This design comes from an exercise in tuning for small area, a short achievable clock period and few clock cycles per item on the open sky130 flow, not from production work. No functional check of the RTL was part of any run shown here. Power and IR drop assume default switching activity.

===== design/flow/config.mk =====
export PLATFORM = sky130hd
export DESIGN_NAME = rv_core_top
export DESIGN_NICKNAME = rv_core_top
export VERILOG_FILES = /design/flow/design.v
export SDC_FILE = /design/flow/constraint.sdc
export NUM_CORES = 4
export LEC_CHECK = 0
export ABC_AREA = 1
export CAP_MARGIN = 20
export CORE_MARGIN = 2
export CORE_UTILIZATION = 30
export SETUP_SLACK_MARGIN = 3
export SLEW_MARGIN = 20

===== design/flow/constraint.sdc =====
create_clock -name core_clock -period 6.5 [get_ports {CLK}]
set_input_delay 1.3000 -clock core_clock [delete_from_list [all_inputs] [get_ports {CLK}]]
set_output_delay 1.3000 -clock core_clock [all_outputs]
set_load 0.01 [all_outputs]

===== design/flow/design.v =====
package rv_pkg;
	parameter int XLEN   = 32;
	parameter int REG_AW = 5;
	parameter logic [6:0] OP_R     = 7'b0110011;
	parameter logic [6:0] OP_IMM   = 7'b0010011;
	parameter logic [6:0] OP_LOAD  = 7'b0000011;
	parameter logic [6:0] OP_STORE = 7'b0100011;
	parameter logic [2:0] F3_ADD  = 3'b000;
	parameter logic [2:0] F3_SLL  = 3'b001;
	parameter logic [2:0] F3_SLT  = 3'b010;
	parameter logic [2:0] F3_SLTU = 3'b011;
	parameter logic [2:0] F3_XOR  = 3'b100;
	parameter logic [2:0] F3_SR   = 3'b101;
	parameter logic [2:0] F3_OR   = 3'b110;
	parameter logic [2:0] F3_AND  = 3'b111;
	typedef enum logic [3:0] {
		ALU_ADD  = 4'd0,
		ALU_SUB  = 4'd1,
		ALU_SLL  = 4'd2,
		ALU_SLT  = 4'd3,
		ALU_SLTU = 4'd4,
		ALU_XOR  = 4'd5,
		ALU_SRL  = 4'd6,
		ALU_SRA  = 4'd7,
		ALU_OR   = 4'd8,
		ALU_AND  = 4'd9
	} alu_op_e;
endpackage
`timescale 1ns/1ps
import rv_pkg::*;
module rv_alu (
	input  logic [2:0]      f3,
	input  logic            sub,      
	input  logic            alt,      
	input  logic [XLEN-1:0] a,
	input  logic [XLEN-1:0] b,
	output logic [XLEN-1:0] result
);
	logic [XLEN-1:0] bx;
	logic [XLEN-1:0] sum;
	logic            cout;
	logic            lt_s;
	logic            lt_u;
	logic            fill;
	logic [XLEN-1:0] a_rev;
	logic [XLEN-1:0] sh_in;
	logic [XLEN-1:0] shr;
	logic [XLEN-1:0] shl;
	logic [XLEN-1:0] lg;
	logic            t1;
	logic            t3;
	logic            s_add;
	logic            s_sll;
	logic            s_slt;
	logic            s_sltu;
	logic            s_sr;
	logic            s_lg;
	assign bx = b ^ {XLEN{sub}};
	assign {cout, sum} = {1'b0, a} + {1'b0, bx} + {{XLEN{1'b0}}, sub};
	assign lt_u = !cout;
	assign lt_s = (a[XLEN-1] ^ b[XLEN-1]) ? a[XLEN-1] : sum[XLEN-1];
	always_comb begin
		for (int i = 0; i < XLEN; i++)
			a_rev[i] = a[XLEN-1-i];
	end
	assign fill  = alt && a[XLEN-1];
	assign sh_in = f3[2] ? a : a_rev;
	assign shr   = XLEN'($signed({fill, sh_in}) >>> b[4:0]);
	always_comb begin
		for (int i = 0; i < XLEN; i++)
			shl[i] = shr[XLEN-1-i];
	end
	assign t1 = !(f3[1] && f3[0]);
	assign t3 = f3[1];
	always_comb begin
		for (int i = 0; i < XLEN; i++)
			lg[i] = a[i] ? (b[i] ? t3 : t1) : (b[i] ? t1 : 1'b0);
	end
	assign s_add  = (f3 == F3_ADD);
	assign s_sll  = (f3 == F3_SLL);
	assign s_slt  = (f3 == F3_SLT);
	assign s_sltu = (f3 == F3_SLTU);
	assign s_sr   = (f3 == F3_SR);
	assign s_lg   = f3[2] && (f3[1] || !f3[0]);
	assign result = ({XLEN{s_add}} & sum) | ({XLEN{s_sll}} & shl) | ({XLEN{s_sr}} & shr)
		| ({XLEN{s_lg}} & lg) | {{(XLEN-1){1'b0}}, (s_slt && lt_s) || (s_sltu && lt_u)};
endmodule
`timescale 1ns/1ps
import rv_pkg::*;
module rv_fetch #(
	parameter int IMEM_AW = 12
) (
	input  logic               CLK,
	input  logic               RSTn,
	input  logic               stall,
	output logic [IMEM_AW-1:0] i_mem_addr,
	output logic [31:0]        num_inst
);
	logic [IMEM_AW-3:0] pc;
	logic               e_valid;
	logic               w_valid;
	logic [31:0]        inc;
	logic [3:0]         blk;
	always_comb begin
		blk[0] = w_valid;
		for (int k = 1; k < 4; k++)
			blk[k] = blk[k-1] && (&num_inst[8*k-8 +: 8]);
		for (int k = 0; k < 4; k++) begin
			inc[8*k] = blk[k];
			for (int i = 1; i < 8; i++)
				inc[8*k+i] = inc[8*k+i-1] && num_inst[8*k+i-1];
		end
	end
	always_ff @(posedge CLK) begin
		if (RSTn) begin
			pc       <= '0;
			e_valid  <= 1'b0;
			w_valid  <= 1'b0;
			num_inst <= '0;
		end else begin
			pc       <= pc + {{(IMEM_AW-3){1'b0}}, !stall};
			e_valid  <= !stall;
			w_valid  <= e_valid;
			num_inst <= num_inst ^ inc;
		end
	end
	assign i_mem_addr = {pc, 2'b00};
endmodule
`timescale 1ns/1ps
import rv_pkg::*;
module rv_decode (
	input  logic              CLK,
	input  logic              RSTn,
	input  logic [XLEN-1:0]   instr,
	input  logic [XLEN-1:0]   rf_rd1,
	input  logic [XLEN-1:0]   rf_rd2,
	output logic [REG_AW-1:0] rf_ra1,
	output logic [REG_AW-1:0] rf_ra2,
	input  logic [XLEN-1:0]   e_fwd,
	input  logic [XLEN-1:0]   d_mem_rdata,
	input  logic              w_we,
	input  logic [REG_AW-1:0] w_rd,
	input  logic [XLEN-1:0]   w_fwd,
	output logic              stall,
	output logic [XLEN-1:0]   e_a,
	output logic [XLEN-1:0]   e_b,
	output logic [13:0]       e_ea,
	output logic [2:0]        e_f3,
	output logic              e_sub,
	output logic              e_alt,
	output logic              e_load,
	output logic              e_store,
	output logic              e_we,
	output logic [REG_AW-1:0] e_rd
);
	function automatic logic [13:0] add14(
		input logic [13:0] x,
		input logic [13:0] y
	);
		logic [13:0] g;
		logic [13:0] p;
		logic [13:0] pp;
		g  = x & y;
		p  = x ^ y;
		pp = p;
		for (int l = 0; l < 4; l++) begin
			for (int i = 13; i >= 0; i--) begin
				if ((i >> l) & 1) begin
					g[i]  = g[i] | (pp[i] & g[((i >> l) << l) - 1]);
					pp[i] = pp[i] & pp[((i >> l) << l) - 1];
				end
			end
		end
		add14[0] = p[0];
		for (int i = 1; i < 14; i++)
			add14[i] = p[i] ^ g[i-1];
	endfunction
	logic              is_alu;
	logic              is_r;
	logic              is_load;
	logic              is_store;
	logic [2:0]        f3;
	logic [REG_AW-1:0] rd;
	logic              hit_e1;
	logic              hit_e2;
	logic [XLEN-1:0]   rf_w1;
	logic [XLEN-1:0]   rf_w2;
	logic [13:0]       ea_rf;
	logic [13:0]       ea_w;
	logic [13:0]       ea_ld;
	logic [13:0]       off;
	assign is_alu   = instr[4];
	assign is_r     = instr[4] && instr[5];
	assign is_load  = !instr[4] && !instr[5];
	assign is_store = !instr[4] && instr[5];
	assign f3       = instr[14:12];
	assign rd       = instr[11:7];
	assign rf_ra1   = instr[19:15];
	assign rf_ra2   = instr[24:20];
	assign hit_e1 = e_we && e_rd == rf_ra1;
	assign hit_e2 = e_we && e_rd == rf_ra2;
	assign rf_w1 = (w_we && w_rd == rf_ra1) ? w_fwd : rf_rd1;
	assign rf_w2 = (w_we && w_rd == rf_ra2) ? w_fwd : rf_rd2;
	assign ea_rf = add14(rf_rd1[13:0], off);
	assign ea_w  = add14(w_fwd[13:0], off);
	assign ea_ld = add14(d_mem_rdata[13:0], off);
	assign stall = !instr[4] && hit_e1 && !e_load;
	assign off = {{2{instr[31]}}, instr[31:25], instr[5] ? instr[11:7] : instr[24:20]};
	always_ff @(posedge CLK) begin
		if (RSTn) begin
			e_we    <= 1'b0;
			e_store <= 1'b0;
		end else begin
			e_we    <= (is_alu || is_load) && (rd != '0) && !stall;
			e_store <= is_store && !stall;
		end
	end
	always_ff @(posedge CLK) begin
		e_a     <= hit_e1 ? e_fwd : rf_w1;
		if (!instr[5])
			e_b <= {{20{instr[31]}}, instr[31:20]};
		else
			e_b <= hit_e2 ? e_fwd : rf_w2;
		if (hit_e1 && e_load)
			e_ea <= ea_ld;
		else if (w_we && w_rd == rf_ra1)
			e_ea <= ea_w;
		else
			e_ea <= ea_rf;
		e_f3    <= f3;
		e_sub   <= (is_r && f3 == F3_ADD && instr[30]) || (f3 == F3_SLT) || (f3 == F3_SLTU);
		e_alt   <= instr[30];
		e_load  <= is_load;
		e_rd    <= rd;
	end
endmodule
`timescale 1ns/1ps
import rv_pkg::*;
module rv_execute #(
	parameter int DMEM_AW = 12
) (
	input  logic [XLEN-1:0]    e_a,
	input  logic [XLEN-1:0]    e_b,
	input  logic [13:0]        e_ea,
	input  logic [2:0]         e_f3,
	input  logic               e_sub,
	input  logic               e_alt,
	input  logic               e_load,
	input  logic               e_store,
	input  logic [XLEN-1:0]    d_mem_rdata,
	output logic [DMEM_AW-1:0] d_mem_addr,
	output logic [XLEN-1:0]    d_mem_wdata,
	output logic               d_mem_we,
	output logic [XLEN-1:0]    alu_y,
	output logic [XLEN-1:0]    e_out
);
	rv_alu u_alu (
		.f3     (e_f3),
		.sub    (e_sub),
		.alt    (e_alt),
		.a      (e_a),
		.b      (e_b),
		.result (alu_y)
	);
	assign d_mem_addr  = e_ea[DMEM_AW+1:2];
	assign d_mem_wdata = e_b;
	assign d_mem_we    = e_store;
	assign e_out = e_load ? d_mem_rdata : alu_y;
endmodule
`timescale 1ns/1ps
import rv_pkg::*;
module rv_mem_wb (
	input  logic              CLK,
	input  logic              RSTn,
	input  logic              e_we,
	input  logic [REG_AW-1:0] e_rd,
	input  logic [XLEN-1:0]   e_out,
	output logic              rf_we,
	output logic [REG_AW-1:0] rf_wa,
	output logic [XLEN-1:0]   rf_wd
);
	always_ff @(posedge CLK) begin
		if (RSTn)
			rf_we <= 1'b0;
		else
			rf_we <= e_we;
	end
	always_ff @(posedge CLK) begin
		rf_wa <= e_rd;
		rf_wd <= e_out;
	end
endmodule
`timescale 1ns/1ps
import rv_pkg::*;
module rv_core_top #(
	parameter int IMEM_AW = 12,
	parameter int DMEM_AW = 12
) (
	input  logic               CLK,
	input  logic               RSTn,
	output logic [IMEM_AW-1:0] i_mem_addr,
	input  logic [XLEN-1:0]    i_mem_rdata,
	output logic [REG_AW-1:0]  rf_ra1,
	output logic [REG_AW-1:0]  rf_ra2,
	input  logic [XLEN-1:0]    rf_rd1,
	input  logic [XLEN-1:0]    rf_rd2,
	output logic               rf_we,
	output logic [REG_AW-1:0]  rf_wa,
	output logic [XLEN-1:0]    rf_wd,
	output logic [DMEM_AW-1:0] d_mem_addr,
	output logic [XLEN-1:0]    d_mem_wdata,
	output logic               d_mem_we,
	input  logic [XLEN-1:0]    d_mem_rdata,
	output logic [31:0]        num_inst
);
	logic [XLEN-1:0]   e_a;
	logic [XLEN-1:0]   e_b;
	logic [13:0]       e_ea;
	logic              stall;
	logic [2:0]        e_f3;
	logic              e_sub;
	logic              e_alt;
	logic              e_load;
	logic              e_store;
	logic              e_we;
	logic [REG_AW-1:0] e_rd;
	logic [XLEN-1:0]   e_out;
	rv_fetch #(.IMEM_AW(IMEM_AW)) u_fetch (
		.CLK        (CLK),
		.RSTn       (RSTn),
		.stall      (stall),
		.i_mem_addr (i_mem_addr),
		.num_inst   (num_inst)
	);
	rv_decode u_decode (
		.CLK     (CLK),
		.RSTn    (RSTn),
		.instr   (i_mem_rdata),
		.rf_rd1  (rf_rd1),
		.rf_rd2  (rf_rd2),
		.rf_ra1  (rf_ra1),
		.rf_ra2  (rf_ra2),
		.e_fwd   (e_out),
		.d_mem_rdata (d_mem_rdata),
		.stall   (stall),
		.w_we    (rf_we),
		.w_rd    (rf_wa),
		.w_fwd   (rf_wd),
		.e_a     (e_a),
		.e_b     (e_b),
		.e_ea    (e_ea),
		.e_f3    (e_f3),
		.e_sub   (e_sub),
		.e_alt   (e_alt),
		.e_load  (e_load),
		.e_store (e_store),
		.e_we    (e_we),
		.e_rd    (e_rd)
	);
	rv_execute #(.DMEM_AW(DMEM_AW)) u_execute (
		.e_a         (e_a),
		.e_b         (e_b),
		.e_ea        (e_ea),
		.e_f3        (e_f3),
		.e_sub       (e_sub),
		.e_alt       (e_alt),
		.e_load      (e_load),
		.e_store     (e_store),
		.d_mem_rdata (d_mem_rdata),
		.d_mem_addr  (d_mem_addr),
		.d_mem_wdata (d_mem_wdata),
		.d_mem_we    (d_mem_we),
		.alu_y       (),
		.e_out       (e_out)
	);
	rv_mem_wb u_mem_wb (
		.CLK   (CLK),
		.RSTn  (RSTn),
		.e_we  (e_we),
		.e_rd  (e_rd),
		.e_out (e_out),
		.rf_we (rf_we),
		.rf_wa (rf_wa),
		.rf_wd (rf_wd)
	);
endmodule

===== design/flow/flow/run.sh =====
#!/bin/bash
# The standard layout (standard.sh, the standard flow's own ORFS run) with one change:
# the buffer that global placement puts on every input and output port is
# the smallest plain buffer, sky130_fd_sc_hd__buf_1, instead of ORFS's
# default pick (a clkdlybuf4s50_1 delay cell). Every port still gets its
# own buffer. ORFS writes each step's full log under orfs/logs/; the make
# output goes to standard.log here.
set -euo pipefail
export BUFFER_PORTS_ARGS="-buffer_cell sky130_fd_sc_hd__buf_1"
bash standard.sh finish > standard.log 2>&1 || { tail -50 standard.log; exit 1; }
tail -5 standard.log

===== design/flow/standard.sh =====
#!/bin/bash
# synth_recipe.tcl (not shown) runs the flow's synth.tcl, then flattens the netlist and writes it again
# the make line also repeats each setting of config.mk as NAME=value (left out here)
make -C /OpenROAD-flow-scripts/flow DESIGN_CONFIG=/design/flow/config.mk WORK_HOME=/design/flow/orfs CLKGATE_MAP_FILE= SYNTH_SCRIPT=/design/flow/synth_recipe.tcl "${@:-finish}"

==> notes.md, run 1 <==
CP endpoint u_decode.e_ea[9]; Worst Path Arrival 3.78 ns; crit path time final 3.38 ns; GR Overflow Total 0; RSZ-0062 raised after global routing true; drt wl/cell 21.3 um; die height 225 um; cts bufs inserted 17; reg-to-reg endpoint u_decode.e_b[12]; synthesis-to-layout area growth 12.9%; max_cap viols 0; setup TNS 0 ns; CTS Hold Bufs 0; Chip Width 225 um; count of input and output buffers 259; core area 47900 um^2; final wirelength 66500 um; drt first-iter violations 1552; placed inst area 15900 um^2; H-tree levels 4; via count 16897; vias in the first global route 15744; critical path class input port to register; reg2reg path depth 11; pre-CTS setup slack 2.41 ns; Detailed Routing Iterations Pass 1 6; num rows 80; Final setup viols 0; crit path launch type input port; crit-path cells clkbuf_2 > buf_6 > nand2_1 > nand2_1 > ha_1 > a21oi_1 > o21ai_2 > nand2_1 > nand2_1 > fa_1 > xnor2_1 > o21ai_0 > a21oi_1 > a21oi_1; Final period util 0.520; final setup margin 3.12 ns; Clock Path Buffers 2; PD cells 223 nW/um^2; worst-margin pin slew 1.07 ns; Syn Area/Cell 6.34 um^2; CTS tree yes; worst hold path cell count 0; clk slew on worst S/H paths 0.07 ns; slowest stage cell, crit path fa_1; critical path data required time 6.90 ns; Post-Syn Area 14700 um^2; post-placement cell count 3089; All-Layer GR Usage 0.259; nets 2740; Multi-input gate area 9780 um^2; clock root buffer master clkbuf_16; register area share after synthesis 0.234; total power 3.70 mW; share of cells above drive strength 1 0.0606; Final Max Tran Viols 0; status timing/DRC/antenna clean; DRT antenna net count 0; max incr delay on CP 0.43 ns; Leakage 7.67 nW; final instance area 16500 um^2; die footprint 50600 um^2; synthesized flop and latch total 171; initial antenna violation count 2; crit-path max FO 38; Mapped Cells 2310; worst reg2reg path startpoint u_decode.e_f3[1]; Hold WC Path Type register to register; Final Hold Fails 0; largest net degree at the start of global routing 56; CP startpoint i_mem_rdata[5]; reg-to-reg setup timing slack 3.18 ns; Achievable Freq 296 MHz; vias per std cell 5.41; asr flop ratio synth 0; I/O pins 267; Synth warnings 4; element type at the critical path end register; Hold WS 0.385 ns; clock sink total 171; estimated wirelength of the detail-placed design 51700 um; register area 3430 um^2; gpl congestion 0.987; Netlist cell types 52; final core utilization 0.345; Initial Util 0.306; Non-Filler Instances 3124; EDFF count, synth 0; Final Skew 0.0106 ns; Max VDD drop 0.211 mV; Remaining DRCs 0; top_reg_cell synth dfxtp_1; first-pass GRT wire length 97900 um; clock latency (worst-skew pair) 0.47 ns; Max-Slew Margin vs Limit 0.283; critical path's most frequent cell nand2_1; number of fill cells 5251
-- synth_stat cells, types with 2 or more instances --
| cell type | instances | area [um^2] |
|---|---|---|
| o21bai_1 | 2 | 15.0 |
| a21oi_1 | 114 | 571 |
| nor3_1 | 14 | 70.1 |
| nor4_1 | 7 | 43.8 |
| dfxtp_1 | 171 | 3420 |
| o21ai_0 | 119 | 596 |
| buf_2 | 37 | 185 |
| clkinv_1 | 7 | 26.3 |
| a221oi_1 | 4 | 35.0 |
| o21a_1 | 6 | 45.0 |
| o22ai_1 | 31 | 194 |
| buf_8 | 3 | 45.0 |
| o211ai_1 | 17 | 128 |
| xnor2_1 | 16 | 140 |
| nand3_1 | 347 | 1740 |
| maj3_1 | 15 | 150 |
| inv_2 | 10 | 37.5 |
| nand2_2 | 14 | 87.6 |
| inv_1 | 195 | 732 |
| xor2_1 | 42 | 368 |
| a211oi_1 | 5 | 37.5 |
| nand2_4 | 2 | 22.5 |
| buf_4 | 20 | 150 |
| nand3b_1 | 13 | 97.6 |
| or2_2 | 26 | 163 |
| nand4_1 | 32 | 200 |
| buf_6 | 8 | 90.1 |
| fa_1 | 10 | 200 |
| ha_1 | 105 | 1310 |
| nand3_2 | 10 | 100 |
| o2111ai_1 | 2 | 17.5 |
| o21ai_1 | 14 | 70.1 |
| nand2_1 | 632 | 2370 |
| nor2_1 | 164 | 616 |
| buf_1 | 8 | 30.0 |
| clkbuf_1 | 41 | 154 |
| a31oi_1 | 16 | 100 |
| o21ai_2 | 17 | 149 |
-- where the power goes --
part	switching, mW	internal [mW]
sequential	0.153	1.14
combinational	0.932	0.446
clock	0.516	0.511
-- cell type report --
| type | count | share of cell area |
|---|---|---|
| Sequential cell | 171 | 0.207 |
| Tap cell | 615 | 0.0465 |
| Antenna cell | 1 | 0.000151 |
| Clock buffer | 17 | 0.0257 |
| Multi-Input combinational cell | 1809 | 0.591 |
| Inverter | 213 | 0.0494 |
| Timing Repair Buffer | 283 | 0.0714 |
| Clock inverter | 15 | 0.00862 |
-- flip-flops by register name, indices dropped and copies added (netlist names) --
register and cells:
u_mem_wb.rf_we 1, u_decode.e_b 32, u_decode.e_we 1, u_fetch.e_valid 1, u_decode.e_store 1, u_decode.e_rd 5
u_fetch.num_inst 32, u_fetch.pc 10, u_decode.e_f3 3, u_mem_wb.rf_wa 5, u_decode.e_ea 12, u_decode.e_alt 1
u_fetch.w_valid 1, u_decode.e_a 32, u_mem_wb.rf_wd 32, u_decode.e_sub 1, u_decode.e_load 1
-- cells by family (layout without fill, tap and decap cells) --
family	Yosys count	in the layout	share of synthesized area
AND/OR/NAND/NOR	1264	1264	0.378
buffers and inverters	331	528	0.101
adder cells (fa/ha/maj)	130	130	0.114
AO/OA/AOI/OAI	355	355	0.139
XOR/XNOR	58	58	0.0347
flip-flops	171	171	0.234
other	1	3	0.000256
-- cells in the final DEF, fill, tap and decap left out, types with 16 or more instances in the layout --
| master | synthesis | routed |
|---|---|---|
| nand2_1 | 632 | 632 |
| nand3_1 | 347 | 345 |
| buf_1 | 8 | 258 |
| inv_1 | 195 | 195 |
| dfxtp_1 | 171 | 168 |
| nor2_1 | 164 | 162 |
| o21ai_0 | 119 | 116 |
| a21oi_1 | 114 | 114 |
| ha_1 | 105 | 105 |
| xor2_1 | 42 | 42 |
| nand4_1 | 32 | 32 |
| o22ai_1 | 31 | 31 |
| or2_2 | 26 | 26 |
| buf_4 | 20 | 21 |
| o21ai_2 | 17 | 20 |
| o211ai_1 | 17 | 17 |
| clkbuf_16 | 0 | 17 |
| a31oi_1 | 16 | 16 |
| xnor2_1 | 16 | 16 |
-- timing repair --
item                                    CTS  global route
cloned                                    0             0
resized for setup                         3            14
setup buffers                             0             2
pin swaps                                 0             1
endpoints found under the setup margin   19            21
-- critical path, delay by kind of cell --
family          cells  cell delay, ns
fa+ha+maj           2            0.72
buf+inv             2            0.47
simple gates        4            0.49
compound gates      5            0.67
xor+xnor            1            0.13
-- metal layers --
metal  GRT usage  up-vias  part of all wire
met5      0.0166        -            0.0019
met4       0.126        5             0.049
met1       0.330     7893              0.42
li1            -     8070                 -
met3      0.0630      147             0.086
met2       0.407      782              0.44
-- worst min path at each step --
stage / slack [ns] / start / end
after floorplan: 0.35 / u_decode.e_rd[1] / u_mem_wb.rf_wa[1]
after global placement: 0.37 / u_decode.e_rd[1] / u_mem_wb.rf_wa[1]
after detailed placement: 0.38 / u_decode.e_rd[1] / u_mem_wb.rf_wa[1]
after CTS: 0.39 / u_decode.e_rd[1] / u_mem_wb.rf_wa[1]
after global routing: 0.39 / u_decode.e_rd[1] / u_mem_wb.rf_wa[1]
final: 0.38 / u_decode.e_rd[1] / u_mem_wb.rf_wa[1]
==> run 2: changes to the inputs <==
--- a/design/flow/design.v
+++ b/design/flow/design.v
@@ -58,3 +58,206 @@
 	assign bx = b ^ {XLEN{sub}};
-	assign {cout, sum} = {1'b0, a} + {1'b0, bx} + {{XLEN{1'b0}}, sub};
+	logic [XLEN-1:0] p;
+	logic [XLEN-1:0] g;
+	logic [XLEN-1:0] c;
+	assign p = a ^ bx;
+	assign g = a & bx;
+	logic [32:0] G0, P0;
+	assign G0 = {g, sub};
+	assign P0 = {p, 1'b0};
+	wire gn1 = G0[1] | (P0[1] & G0[0]);
+	wire pn1 = P0[1] & P0[0];
+	wire gn2 = G0[3] | (P0[3] & G0[2]);
+	wire pn2 = P0[3] & P0[2];
+	wire gn3 = G0[5] | (P0[5] & G0[4]);
+	wire pn3 = P0[5] & P0[4];
+	wire gn4 = G0[7] | (P0[7] & G0[6]);
+	wire pn4 = P0[7] & P0[6];
+	wire gn5 = G0[9] | (P0[9] & G0[8]);
+	wire pn5 = P0[9] & P0[8];
+	wire gn6 = G0[11] | (P0[11] & G0[10]);
+	wire pn6 = P0[11] & P0[10];
+	wire gn7 = G0[13] | (P0[13] & G0[12]);
+	wire pn7 = P0[13] & P0[12];
+	wire gn8 = G0[15] | (P0[15] & G0[14]);
+	wire pn8 = P0[15] & P0[14];
+	wire gn9 = G0[17] | (P0[17] & G0[16]);
+	wire pn9 = P0[17] & P0[16];
+	wire gn10 = G0[19] | (P0[19] & G0[18]);
+	wire pn10 = P0[19] & P0[18];
+	wire gn11 = G0[21] | (P0[21] & G0[20]);
+	wire pn11 = P0[21] & P0[20];
+	wire gn12 = G0[23] | (P0[23] & G0[22]);
+	wire pn12 = P0[23] & P0[22];
+	wire gn13 = G0[25] | (P0[25] & G0[24]);
+	wire pn13 = P0[25] & P0[24];
+	wire gn14 = G0[27] | (P0[27] & G0[26]);
+	wire pn14 = P0[27] & P0[26];
+	wire gn15 = G0[29] | (P0[29] & G0[28]);
+	wire pn15 = P0[29] & P0[28];
+	wire gn16 = G0[31] | (P0[31] & G0[30]);
+	wire pn16 = P0[31] & P0[30];
+	wire gn17 = G0[2] | (P0[2] & gn1);
+	wire pn17 = P0[2] & pn1;
+	wire gn18 = gn2 | (pn2 & gn1);
+	wire pn18 = pn2 & pn1;
+	wire gn19 = G0[6] | (P0[6] & gn3);
+	wire pn19 = P0[6] & pn3;
+	wire gn20 = gn4 | (pn4 & gn3);
+	wire pn20 = pn4 & pn3;
+	wire gn21 = G0[10] | (P0[10] & gn5);
+	wire pn21 = P0[10] & pn5;
+	wire gn22 = gn6 | (pn6 & gn5);
+	wire pn22 = pn6 & pn5;
+	wire gn23 = G0[14] | (P0[14] & gn7);
+	wire pn23 = P0[14] & pn7;
+	wire gn24 = gn8 | (pn8 & gn7);
+	wire pn24 = pn8 & pn7;
+	wire gn25 = G0[18] | (P0[18] & gn9);
+	wire pn25 = P0[18] & pn9;
+	wire gn26 = gn10 | (pn10 & gn9);
+	wire pn26 = pn10 & pn9;
+	wire gn27 = G0[22] | (P0[22] & gn11);
+	wire pn27 = P0[22] & pn11;
+	wire gn28 = gn12 | (pn12 & gn11);
+	wire pn28 = pn12 & pn11;
+	wire gn29 = G0[26] | (P0[26] & gn13);
+	wire pn29 = P0[26] & pn13;
+	wire gn30 = gn14 | (pn14 & gn13);
+	wire pn30 = pn14 & pn13;
+	wire gn31 = G0[30] | (P0[30] & gn15);
+	wire pn31 = P0[30] & pn15;
+	wire gn32 = gn16 | (pn16 & gn15);
+	wire pn32 = pn16 & pn15;
+	wire gn33 = G0[4] | (P0[4] & gn18);
+	wire pn33 = P0[4] & pn18;
+	wire gn34 = gn3 | (pn3 & gn18);
+	wire pn34 = pn3 & pn18;
+	wire gn35 = gn19 | (pn19 & gn18);
+	wire pn35 = pn19 & pn18;
+	wire gn36 = gn20 | (pn20 & gn18);
+	wire pn36 = pn20 & pn18;
+	wire gn37 = G0[12] | (P0[12] & gn22);
+	wire pn37 = P0[12] & pn22;
+	wire gn38 = gn7 | (pn7 & gn22);
+	wire pn38 = pn7 & pn22;
+	wire gn39 = gn23 | (pn23 & gn22);
+	wire pn39 = pn23 & pn22;
+	wire gn40 = gn24 | (pn24 & gn22);
+	wire pn40 = pn24 & pn22;
+	wire gn41 = G0[20] | (P0[20] & gn26);
+	wire pn41 = P0[20] & pn26;
+	wire gn42 = gn11 | (pn11 & gn26);
+	wire pn42 = pn11 & pn26;
+	wire gn43 = gn27 | (pn27 & gn26);
+	wire pn43 = pn27 & pn26;
+	wire gn44 = gn28 | (pn28 & gn26);
+	wire pn44 = pn28 & pn26;
+	wire gn45 = G0[28] | (P0[28] & gn30);
+	wire pn45 = P0[28] & pn30;
+	wire gn46 = gn15 | (pn15 & gn30);
+	wire pn46 = pn15 & pn30;
+	wire gn47 = gn31 | (pn31 & gn30);
+	wire pn47 = pn31 & pn30;
+	wire gn48 = gn32 | (pn32 & gn30);
+	wire pn48 = pn32 & pn30;
+	wire gn49 = G0[8] | (P0[8] & gn36);
+	wire pn49 = P0[8] & pn36;
+	wire gn50 = gn5 | (pn5 & gn36);
+	wire pn50 = pn5 & pn36;
+	wire gn51 = gn21 | (pn21 & gn36);
+	wire pn51 = pn21 & pn36;
+	wire gn52 = gn22 | (pn22 & gn36);
+	wire pn52 = pn22 & pn36;
+	wire gn53 = gn37 | (pn37 & gn36);
+	wire pn53 = pn37 & pn36;
+	wire gn54 = gn38 | (pn38 & gn36);
+	wire pn54 = pn38 & pn36;
+	wire gn55 = gn39 | (pn39 & gn36);
+	wire pn55 = pn39 & pn36;
+	wire gn56 = gn40 | (pn40 & gn36);
+	wire pn56 = pn40 & pn36;
+	wire gn57 = G0[24] | (P0[24] & gn44);
+	wire pn57 = P0[24] & pn44;
+	wire gn58 = gn13 | (pn13 & gn44);
+	wire pn58 = pn13 & pn44;
+	wire gn59 = gn29 | (pn29 & gn44);
+	wire pn59 = pn29 & pn44;
+	wire gn60 = gn30 | (pn30 & gn44);
+	wire pn60 = pn30 & pn44;
+	wire gn61 = gn45 | (pn45 & gn44);
+	wire pn61 = pn45 & pn44;
+	wire gn62 = gn46 | (pn46 & gn44);
+	wire pn62 = pn46 & pn44;
+	wire gn63 = gn47 | (pn47 & gn44);
+	wire pn63 = pn47 & pn44;
+	wire gn64 = gn48 | (pn48 & gn44);
+	wire pn64 = pn48 & pn44;
+	wire gn65 = G0[16] | (P0[16] & gn56);
+	wire pn65 = P0[16] & pn56;
+	wire gn66 = gn9 | (pn9 & gn56);
+	wire pn66 = pn9 & pn56;
+	wire gn67 = gn25 | (pn25 & gn56);
+	wire pn67 = pn25 & pn56;
+	wire gn68 = gn26 | (pn26 & gn56);
+	wire pn68 = pn26 & pn56;
+	wire gn69 = gn41 | (pn41 & gn56);
+	wire pn69 = pn41 & pn56;
+	wire gn70 = gn42 | (pn42 & gn56);
+	wire pn70 = pn42 & pn56;
+	wire gn71 = gn43 | (pn43 & gn56);
+	wire pn71 = pn43 & pn56;
+	wire gn72 = gn44 | (pn44 & gn56);
+	wire pn72 = pn44 & pn56;
+	wire gn73 = gn57 | (pn57 & gn56);
+	wire pn73 = pn57 & pn56;
+	wire gn74 = gn58 | (pn58 & gn56);
+	wire pn74 = pn58 & pn56;
+	wire gn75 = gn59 | (pn59 & gn56);
+	wire pn75 = pn59 & pn56;
+	wire gn76 = gn60 | (pn60 & gn56);
+	wire pn76 = pn60 & pn56;
+	wire gn77 = gn61 | (pn61 & gn56);
+	wire pn77 = pn61 & pn56;
+	wire gn78 = gn62 | (pn62 & gn56);
+	wire pn78 = pn62 & pn56;
+	wire gn79 = gn63 | (pn63 & gn56);
+	wire pn79 = pn63 & pn56;
+	wire gn80 = gn64 | (pn64 & gn56);
+	wire pn80 = pn64 & pn56;
+	wire gn81 = G0[32] | (P0[32] & gn80);
+	wire pn81 = P0[32] & pn80;
+	assign c[0] = G0[0];
+	assign c[1] = gn1;
+	assign c[2] = gn17;
+	assign c[3] = gn18;
+	assign c[4] = gn33;
+	assign c[5] = gn34;
+	assign c[6] = gn35;
+	assign c[7] = gn36;
+	assign c[8] = gn49;
+	assign c[9] = gn50;
+	assign c[10] = gn51;
+	assign c[11] = gn52;
+	assign c[12] = gn53;
+	assign c[13] = gn54;
+	assign c[14] = gn55;
+	assign c[15] = gn56;
+	assign c[16] = gn65;
+	assign c[17] = gn66;
+	assign c[18] = gn67;
+	assign c[19] = gn68;
+	assign c[20] = gn69;
+	assign c[21] = gn70;
+	assign c[22] = gn71;
+	assign c[23] = gn72;
+	assign c[24] = gn73;
+	assign c[25] = gn74;
+	assign c[26] = gn75;
+	assign c[27] = gn76;
+	assign c[28] = gn77;
+	assign c[29] = gn78;
+	assign c[30] = gn79;
+	assign c[31] = gn80;
+	assign cout = gn81;
+	assign sum = p ^ c;
 	assign lt_u = !cout;
@@ -155,24 +358,2 @@
 );
-	function automatic logic [13:0] add14(
-		input logic [13:0] x,
-		input logic [13:0] y
-	);
-		logic [13:0] g;
-		logic [13:0] p;
-		logic [13:0] pp;
-		g  = x & y;
-		p  = x ^ y;
-		pp = p;
-		for (int l = 0; l < 4; l++) begin
-			for (int i = 13; i >= 0; i--) begin
-				if ((i >> l) & 1) begin
-					g[i]  = g[i] | (pp[i] & g[((i >> l) << l) - 1]);
-					pp[i] = pp[i] & pp[((i >> l) << l) - 1];
-				end
-			end
-		end
-		add14[0] = p[0];
-		for (int i = 1; i < 14; i++)
-			add14[i] = p[i] ^ g[i-1];
-	endfunction
 	logic              is_alu;
@@ -187,5 +368,3 @@
 	logic [XLEN-1:0]   rf_w2;
-	logic [13:0]       ea_rf;
-	logic [13:0]       ea_w;
-	logic [13:0]       ea_ld;
+	logic [13:0]       base;
 	logic [13:0]       off;
@@ -203,7 +382,5 @@
 	assign rf_w2 = (w_we && w_rd == rf_ra2) ? w_fwd : rf_rd2;
-	assign ea_rf = add14(rf_rd1[13:0], off);
-	assign ea_w  = add14(w_fwd[13:0], off);
-	assign ea_ld = add14(d_mem_rdata[13:0], off);
+	assign base  = (hit_e1 && e_load) ? d_mem_rdata[13:0] : rf_w1[13:0];
 	assign stall = !instr[4] && hit_e1 && !e_load;
-	assign off = {{2{instr[31]}}, instr[31:25], instr[5] ? instr[11:7] : instr[24:20]};
+	assign off = {{2{instr[31]}}, instr[31:25], is_store ? instr[11:7] : instr[24:20]};
 	always_ff @(posedge CLK) begin
@@ -223,8 +400,3 @@
 			e_b <= hit_e2 ? e_fwd : rf_w2;
-		if (hit_e1 && e_load)
-			e_ea <= ea_ld;
-		else if (w_we && w_rd == rf_ra1)
-			e_ea <= ea_w;
-		else
-			e_ea <= ea_rf;
+		e_ea    <= base + off;
 		e_f3    <= f3;
--- a/design/flow/config.mk
+++ b/design/flow/config.mk
@@ -11,2 +11,3 @@
 export CORE_UTILIZATION = 30
+export CTS_BUF_LIST = sky130_fd_sc_hd__clkbuf_4 sky130_fd_sc_hd__clkbuf_8
 export SETUP_SLACK_MARGIN = 3
==> notes.md, run 2 <==
synthesized flop and latch total 171 (unchanged); CP delay by family, top simple AND/OR/NAND/NOR gates; Post-Syn Area 13200 um^2 (-9.7%); initial antenna violation count 1 (-1); sw frac 0.424 (-0.00919); Mapped Cells 2094 (-9.4%); Crit path buffers/inverters 2 (unchanged); drt first-iter violations 1736 (+12%); slowest stage cell, crit path fa_1; die footprint 45800 um^2 (-9.5%); Syn Area/Cell 6.32 um^2 (-0.37%); Netlist cell types 57 (+9.6%); Synth Area in Simple Gates 0.365 (-0.0130); most frequent cells in the layout 519 x nand2_1, 333 x nand3_1, 255 x buf_1, 202 x inv_1, 169 x dfxtp_1; Chip Width 214 um (-4.9%); share of cells above drive strength 1 0.105 (+0.0447); reg-to-reg endpoint u_decode.e_b[0]; Final Skew 0.0182 ns (+0.00763 ns); most frequent cell after synthesis nand2_1; count of input and output buffers 259 (unchanged); top_reg_cell synth dfxtp_1; Leakage 7.47 nW (-2.7%); hold_sp u_decode.e_rd[1]; Synth warnings 4 (unchanged); worst-margin pin slew 1.14 ns (+0.0703 ns); Detailed Routing Iterations Pass 1 6 (unchanged); clk slew on worst S/H paths 0.10 ns (+0.03 ns); clock latency (worst-skew pair) 0.50 ns (+0.03 ns); element type at the critical path end register; asr flop ratio synth 0 (unchanged); crit-path max FO 6 (-84%); via count 15390 (-8.9%); EDFF count, synth 0 (unchanged); register area share after synthesis 0.259 (+0.0251); synthesis-to-layout area growth 19.8%; final setup margin 2.91 ns (-0.210 ns); drt wl/cell 19.3 um (-9.4%); DRT antenna net count 0 (unchanged); area fraction of the dominant cell type after synthesis 0.259 (+0.0251); Clock Path Buffers 2 (unchanged); Max-Slew Margin vs Limit 0.237 (-0.0460); Initial Util 0.306 (about the same); adder-cell area share of the yosys netlist 0.0873 (-0.0263); worst hold path cell count 0 (unchanged); Int Power 1.93 mW (-7.8%); reg2reg path depth 21 (+10); critical path data required time 6.90 ns (about the same); pre-CTS setup slack 1.91 ns (-0.501 ns); Final period util 0.552 (+0.0323); post-synthesis xor/xnor area fraction 0.0364 (+0.00173); Final Max Tran Viols 0 (unchanged); die height 214 um (-4.9%); status timing/DRC/antenna clean; most common cell after layout, fill and taps aside nand2_1; first-pass GRT wire length 84300 um (-14%); clock share of power 0.232 (-0.046); crit-path cells buf_8 > xor2_1 > ha_1 > nand2_1 > inv_2 > nand3_4 > nor3_4 > nand2_4 > nand2_8 > nand3_4 > nand2_4 > a21oi_4 > fa_1 > a211oi_1 > a32o_2 > a21oi_2 > nand3_2 > o21ai_2 > nand2_1 > nand2_1 > nand2_1; PD cells 212 nW/um^2 (-5.2%); vias per std cell 5.29 (-2.3%); Worst Path Arrival 3.99 ns (+0.21 ns); largest family of logic cells by synthesized area simple AND/OR/NAND/NOR gates; cts bufs inserted 17 (unchanged); Hold EP u_mem_wb.rf_wa[1]; worst reg2reg path startpoint u_decode.e_sub; Logic pwr share 0.395 (+0.022); post-synthesis mux area share 0.00416 (+0.00416); clock root buffer master clkbuf_8; cell taking the most area after synthesis dfxtp_1; Remaining DRCs 0 (unchanged); largest net degree at the start of global routing 65 (+16%); I/O pins 267 (unchanged); CTS tree yes; NetSw 1.42 mW (-11%); Synth Area in Compound Gates 0.141 (+0.00191); critical path depth in cells 21 (+7); synth cell count leaders 533 x nand2_1, 338 x nand3_1, 210 x inv_1; num rows 76 (-5.0%); final wirelength 56100 um (-16%); Final Hold Fails 0 (unchanged); estimated wirelength of the detail-placed design 42500 um (-18%); critical path class register to register; synth top area cells dfxtp_1 26%, nand2_1 15%, nand3_1 13%; crit path launch type register; core area 43300 um^2 (-9.8%); critical path's most frequent cell nand2_1; nets 2520 (-8.0%); sequential fraction of design power 0.373 (+0.023); vias in the first global route 14439 (-8.3%); Achievable Freq 279 MHz (-5.9%); max incr delay on CP 0.55 ns (+0.12 ns); setup TNS 0 ns (unchanged); Max VDD drop 0.163 mV (-23%); RSZ-0062 raised after global routing true; gpl congestion 0.955 (-3.3%); GR Overflow Total 0 (unchanged); max_cap viols 0 (unchanged); H-tree levels 4 (unchanged); Hold WC Path Type register to register; reg-to-reg setup timing slack 2.91 ns (-0.27 ns); Final setup viols 0 (unchanged); All-Layer GR Usage 0.235 (-0.0239); clock sink total 171 (unchanged); crit path time final 3.59 ns (+0.210 ns); Antenna diodes 0 (-1)
## run 2: cell types whose count changed in the layout (fill, tap and decap cells not counted), moves of 18 or more
cell and change:
a21oi_1 -45, buf_4 +25, o21ai_0 +31, nor2_1 -51
ha_1 -42, clkbuf_8 +18, nand2_1 -113
## run 2: per-layer routing
| metal | routed length, um | track usage |
|---|---|---|
| met5 | 12 | 0 |
| met4 | 2080 | 0.0888 |
| met3 | 4480 | 0.0485 |
| met2 | 25500 | 0.380 |
| met1 | 24000 | 0.307 |
## run 2: how the worst max path moves through the flow
stage               startpoint               to
6_report        u_decode.e_sub  u_decode.e_b[0]
3_5_place_dp    u_decode.e_sub  u_decode.e_a[0]
5_1_grt         u_decode.e_sub  u_decode.e_b[0]
4_1_cts         u_decode.e_sub  u_decode.e_b[0]
3_3_place_gp    u_decode.e_sub  u_decode.e_b[0]
2_1_floorplan  u_decode.e_b[4]  u_decode.e_b[0]
## run 2: repair_timing
item                       CTS  global route
buffers inserted            27             9
resized for setup           79            70
setup endpoints to repair   20            22
hold buffers                 0             0
cloned                       2             1
pin swaps                   20            34
## run 2: power by group through the flow
stage	logic (mW)	registers, mW	clock network [mW]
floorplan	0.765	1.26	0
global placement	1.13	1.27	0
detailed placement	1.13	1.27	0
CTS	1.24	1.25	0.797
global route	1.45	1.26	0.828
finish	1.33	1.25	0.779
## run 2: final cells by class
| class | count | area (um^2) |
|---|---|---|
| clock buffers | 19 | 255 |
| clock inverters | 13 | 131 |
| fillers | 4729 | 27400 |
| inverters | 222 | 841 |
| multi-input cells | 1583 | 8910 |
| flip-flops and latches | 171 | 3430 |
| well taps | 585 | 732 |
| repair buffers | 318 | 1560 |
## run 2: through the flow
step            util  hold WS, ns  area (um^2)  std cells  total power, mW
2_1_floorplan      -        0.351        13300       2095             2.03
3_3_place_gp   0.337        0.361        14600       2840             2.39
3_5_place_dp   0.337        0.363        14600       2840             2.40
4_1_cts        0.359        0.376        15500       2901             3.29
5_1_grt        0.366        0.386        15900       2911             3.54
6_report       0.366        0.379        15900       2911             3.36
## run 2: cell families (layout without fill, tap and decap cells)
group                    Yosys count  count (layout)
AND/OR/NAND/NOR                 1090            1090
XOR/XNOR                          55              55
multiplexers                       5               5
flip-flops                       171             171
adder cells (fa/ha/maj)           92              92
buffers and inverters            341             572
AO/OA/AOI/OAI                    339             339
other                              1               2

re-timing with driven ports:
The results above use ideal ports. As a check the final layouts listed here were re-extracted and re-timed, cells and wires unchanged.
Step 1: set_driving_cell puts a clkbuf_16 on CLK and a buf_2 on each other input, an assumption about the parent block.
Step 2 also shifts input and output timing later by t, the mid clock arrival at the registers, as if the neighbouring blocks saw the same clock.
a / b / c = ideal ports / drivers / drivers and shift; a / b = the first two.
run | t (ns) | slack for setup (ns) | worst register clock-pin slew, ns | pins driven straight from the clock port
run 1 | 0.518 | 3.120 / 3.149 / 2.631 | 0.08 / 0.08 | 1
run 2 | 0.540 | 2.909 / 2.909 / 2.652 | 0.11 / 0.11 | 1
After both steps setup and hold are still met in every run listed. The setup slack of run 1, which loses most, moves by +0.029 ns with the drivers and by -0.489 ns with both steps.
